What follows belongs to an exercise in optimizing a design on an open flow for small area, a short achievable clock period and few clock cycles per item; a production flow would make more cautious choices.
At most, simulation tests tie the RTL to the original design; equivalence was not proved.
Power and IR drop assume default switching activity.

## v6
==> flow/design.v (excerpt) <==
module conv2d_stream #(
    parameter int DATA_W = 8,
    parameter int COEF_W = 8,
    parameter int IMG_W  = 8,
    parameter int IMG_H  = 8,
    parameter int ACC_W  = 20,
    parameter int SHIFT  = 4,
    parameter int OUT_W  = 16
) (
    input  logic              clk,
    input  logic              in_st,
    input  logic              coef_we,
    input  logic [3:0]        coef_addr,
    input  logic [COEF_W-1:0] coef_din,
    input  logic              pix_valid,
    output logic              pix_ready,
    input  logic [DATA_W-1:0] pix_din,
    output logic [OUT_W-1:0]  dout,
    output logic              out_st,
    input  logic              out_ready,
    output logic              frame_done
);
    localparam logic [71:0] K_DEF = 72'h01_02_01_02_04_02_01_02_01;
    localparam int NQ  = 5;           
    localparam int CAP = NQ + 1;         
    localparam int NS  = 4;           
    localparam int CW  = $clog2(CAP + 1);
    localparam int QW  = (NQ > 1) ? $clog2(NQ) : 1;
    logic [2:0]   col_q, row_q;
    logic         ready_q;
    logic [CW-1:0] cnt_q, cnt_d;
    logic         accept, win, lastpix, pop;
    logic [18:0][7:0] sr_q;
    logic [8:0][7:0]  coef_q;
    logic [NS-1:0] v_q, l_q;   
    assign pix_ready = ready_q;
    assign accept    = pix_valid && ready_q;
    assign win       = (row_q >= 3'd2) && (col_q >= 3'd2);
    assign lastpix   = (row_q == 3'd7) && (col_q == 3'd7);
    always_comb begin
        cnt_d = cnt_q;
        if (accept && win) cnt_d = cnt_d + CW'(1);
        if (pop) cnt_d = cnt_d - CW'(1);
    end
    always_ff @(posedge clk) begin
        if (in_st) begin
            col_q   <= '0;
            row_q   <= '0;
            ready_q <= 1'b1;
            cnt_q   <= '0;
            v_q[0]  <= 1'b0;
            l_q[0]  <= 1'b0;
        end else begin
            cnt_q   <= cnt_d;
            ready_q <= (cnt_d < CW'(CAP));
            v_q[0]  <= accept && win;
            l_q[0]  <= accept && lastpix;
            if (accept) begin
                col_q <= col_q + 3'd1;
  ...
clock: 6.5 ns
lec_check: 0
cap_margin: 20
core_margin: 2
core_utilization: 60
place_density: 0.7
setup_slack_margin: 4.0
slew_margin: 20
standard.sh (not shown) runs the stock make flow with config.mk's settings and CLKGATE_MAP_FILE= SYNTH_SCRIPT=/design/flow/synth_recipe.tcl, a recipe that flattens the netlist after the stock synthesis.
==> flow/flow/run.sh <==
#!/bin/bash
# Standard ORFS layout, with one netlist step between synthesis and floorplan:
# flow/polfix.py re-chooses full-adder and AND/NAND polarities to drop inverters.
set -euo pipefail
R=orfs/results/${FLOW_PLATFORM:-sky130hd}/conv2d_stream/base
bash standard.sh synth > synth.log 2>&1
cp $R/1_2_yosys.v $R/1_2_yosys.orig.v
python3 flow/polfix.py $R/1_2_yosys.orig.v $R/1_2_yosys.pf.v > polfix.log 2>&1
cp $R/1_2_yosys.pf.v $R/1_2_yosys.v
touch $R/1_2_yosys.v
bash standard.sh finish > finish.log 2>&1
grep -c polinv_ $R/1_2_yosys.v >> polfix.log || true
Other scripts of this flow, unchanged in this note and not shown: flow/flow/polfix.py
Testbench counts of v6, summed over its fixed seeds: cycles 16,544, items 9,216.
What v7 does differently from v6 at the input level:
Settings: CTS_BUF_LIST: unset -> sky130_fd_sc_hd__clkbuf_4 sky130_fd_sc_hd__clkbuf_8.
Results
Routed length on met3 down 1.5% in v7 wrt v6
Going from v6 to v7, ratio of total power to cell area shrinks by 0.36%.
The total power of v7 was superior to that of v6.
[v7] post-synthesis to final-layout area growth fell 0.16 points relative to v6
Between v7 and v6, the global-route usage does not differ in any meaningful way.
v6 → v7: core occupancy in the finished layout stayed essentially flat; critical path buffer and inverter count stayed essentially flat.
As far as multi-input combinational cell count goes, v6 and v7 are indistinguishable; the numbers are identical.
Compare v6 and v7 | worst clock skew lower: v6

========
conv2d_stream, a different RTL version from the one above (not shown whole).
Size in the first run: about 44 I/O pins, about 32000 um2 of cells after synthesis.
Settings: LEC_CHECK=0, CAP_MARGIN=20, CORE_MARGIN=2, CORE_UTILIZATION=60, CTS_CLUSTER_DIAMETER=120, CTS_CLUSTER_SIZE=28, PLACE_DENSITY=0.7, SETUP_SLACK_MARGIN=4.0, SLEW_MARGIN=20; clock period 6.5 ns.
Scripts as last shown in full above: flow/flow/run.sh
Other scripts of this flow, unchanged in this note and not shown: flow/flow/polfix.py
Edit:
--- a/flow/config.mk
+++ b/flow/config.mk
@@ -11,2 +10,0 @@
-export CTS_CLUSTER_DIAMETER = 120
-export CTS_CLUSTER_SIZE = 28
First-iteration DRC count is higher by 11%.
Area after synthesis is unchanged.
Wire length is higher by 2.0%.
Power is higher by 20%.
Non-clock buffer count is lower by 16.
Clock-buffer cell count is higher by 35.
Function was not checked in any run of this note: the RTL went through the layout flow alone.

========
Setup of job 2870:
Another version of the RTL of conv2d_stream (not shown whole).
For scale: roughly 2300 cells after synthesis, about 44 I/O pins.
## conv2d_stream
module conv2d_stream #(
    parameter int DATA_W = 8,
    parameter int COEF_W = 8,
    parameter int IMG_W  = 8,
    parameter int IMG_H  = 8,
    parameter int ACC_W  = 20,
    parameter int SHIFT  = 4,
    parameter int OUT_W  = 16
) (
    input  logic              clk,
    input  logic              in_st,
    input  logic              coef_we,
    input  logic [3:0]        coef_addr,
    input  logic [COEF_W-1:0] coef_din,
    input  logic              pix_valid,
    output logic              pix_ready,
    input  logic [DATA_W-1:0] pix_din,
    output logic [OUT_W-1:0]  dout,
    output logic              out_st,
    input  logic              out_ready,
    output logic              frame_done
);
clock: 6.5 ns
lec_check: 0
abc_clock_period_in_ps: 2500
cap_margin: 20
core_margin: 2
core_utilization: 60
place_density: 0.7
setup_slack_margin: 4.0
slew_margin: 20
Scripts as last shown in full above: flow/flow/run.sh
Other scripts of this flow, unchanged in this note and not shown: flow/flow/polfix.py
Per the final summary, job 2870 finished and its layout is clean on timing, DRC and antenna.
Testbench counts of job 2870, summed over its fixed seeds: cycles 16,512, items 9,216.
--- input diff job 2870..job 3419 ---
Settings: CTS_CLUSTER_SIZE: unset -> 24; CTS_CLUSTER_DIAMETER: unset -> 100; SETUP_SLACK_MARGIN: 4.0 -> 4.3; ABC_CLOCK_PERIOD_IN_PS: 2500 -> unset.
Notes after the runs:
The post-synthesis cell count on job 2870 is in line with that on job 3419. Delta (job 3419 minus job 2870): total via count after detailed routing neither gained nor lost much, sequential share of layout area lost 1.6 points. Job 3419: final design area excluding fillers is 5.5% higher than what job 2870 reported. Lower worst setup slack was reported by job 3419, not job 2870. Looking at highest-delay cell along the critical path, the sky130_fd_sc_hd__fa_2 result is from job 3419; the sky130_fd_sc_hd__edfxtp_1 one comes from job 2870. Delta (job 3419 minus job 2870): met3 capacity usage during global routing now smaller; share of power burned in registers now larger; final cell count comparable. Job 3419 vs job 2870, uppermost metal layer occupied by signal nets: met5 vs met4.

==> what the ideal ports hide <==
The flow's constraints put no driver on any port. The routed layouts listed below were extracted and timed again, unchanged, in two steps.
Step 1 (the two cells are an assumption about what drives the block):
set clk [get_ports {clk}]
set_driving_cell -lib_cell sky130_fd_sc_hd__clkbuf_16 $clk
set_driving_cell -lib_cell sky130_fd_sc_hd__buf_2 [delete_from_list [all_inputs] $clk]
Step 2 adds t to the input delays and takes it off the output delays; t is the mean of the earliest and latest rising clock arrival at the registers after step 1. Input paths then give back, and output paths get back, about the clock's delay inside the block.
Slacks: ideal ports / drivers / drivers and shift; pairs: ideal ports / drivers.
| run | shift t [ns] | setup WS [ns] | worst setup path after step 2 | worst slew at a driven data input, ns | pins driven straight from the clock port |
|---|---|---|---|---|---|
| v6 | 0.667 | 3.823 / 3.823 / 3.238 | input to register | 0.04 | 1 |
| v7 | 0.768 | 3.830 / 3.830 / 3.325 | input to register | 0.04 | 1 |
| the first run of note 2 | 0.663 | 3.767 / 3.767 / 3.465 | input to register | 0.05 | 1 |
| the second run of note 2 | 0.682 | 3.769 / 3.769 / 3.395 | input to register | 0.05 | 1 |
| job 2870 | 0.702 | 3.950 / 3.950 / 3.331 | input to register | 0.04 | 1 |
| job 3419 | 0.695 | 3.943 / 3.943 / 3.418 | input to register | 0.05 | 1 |
After both steps setup and hold are still met in every run listed. The setup slack of job 2870, which loses most, moves by 0.000 ns with the drivers and by -0.619 ns with both steps.
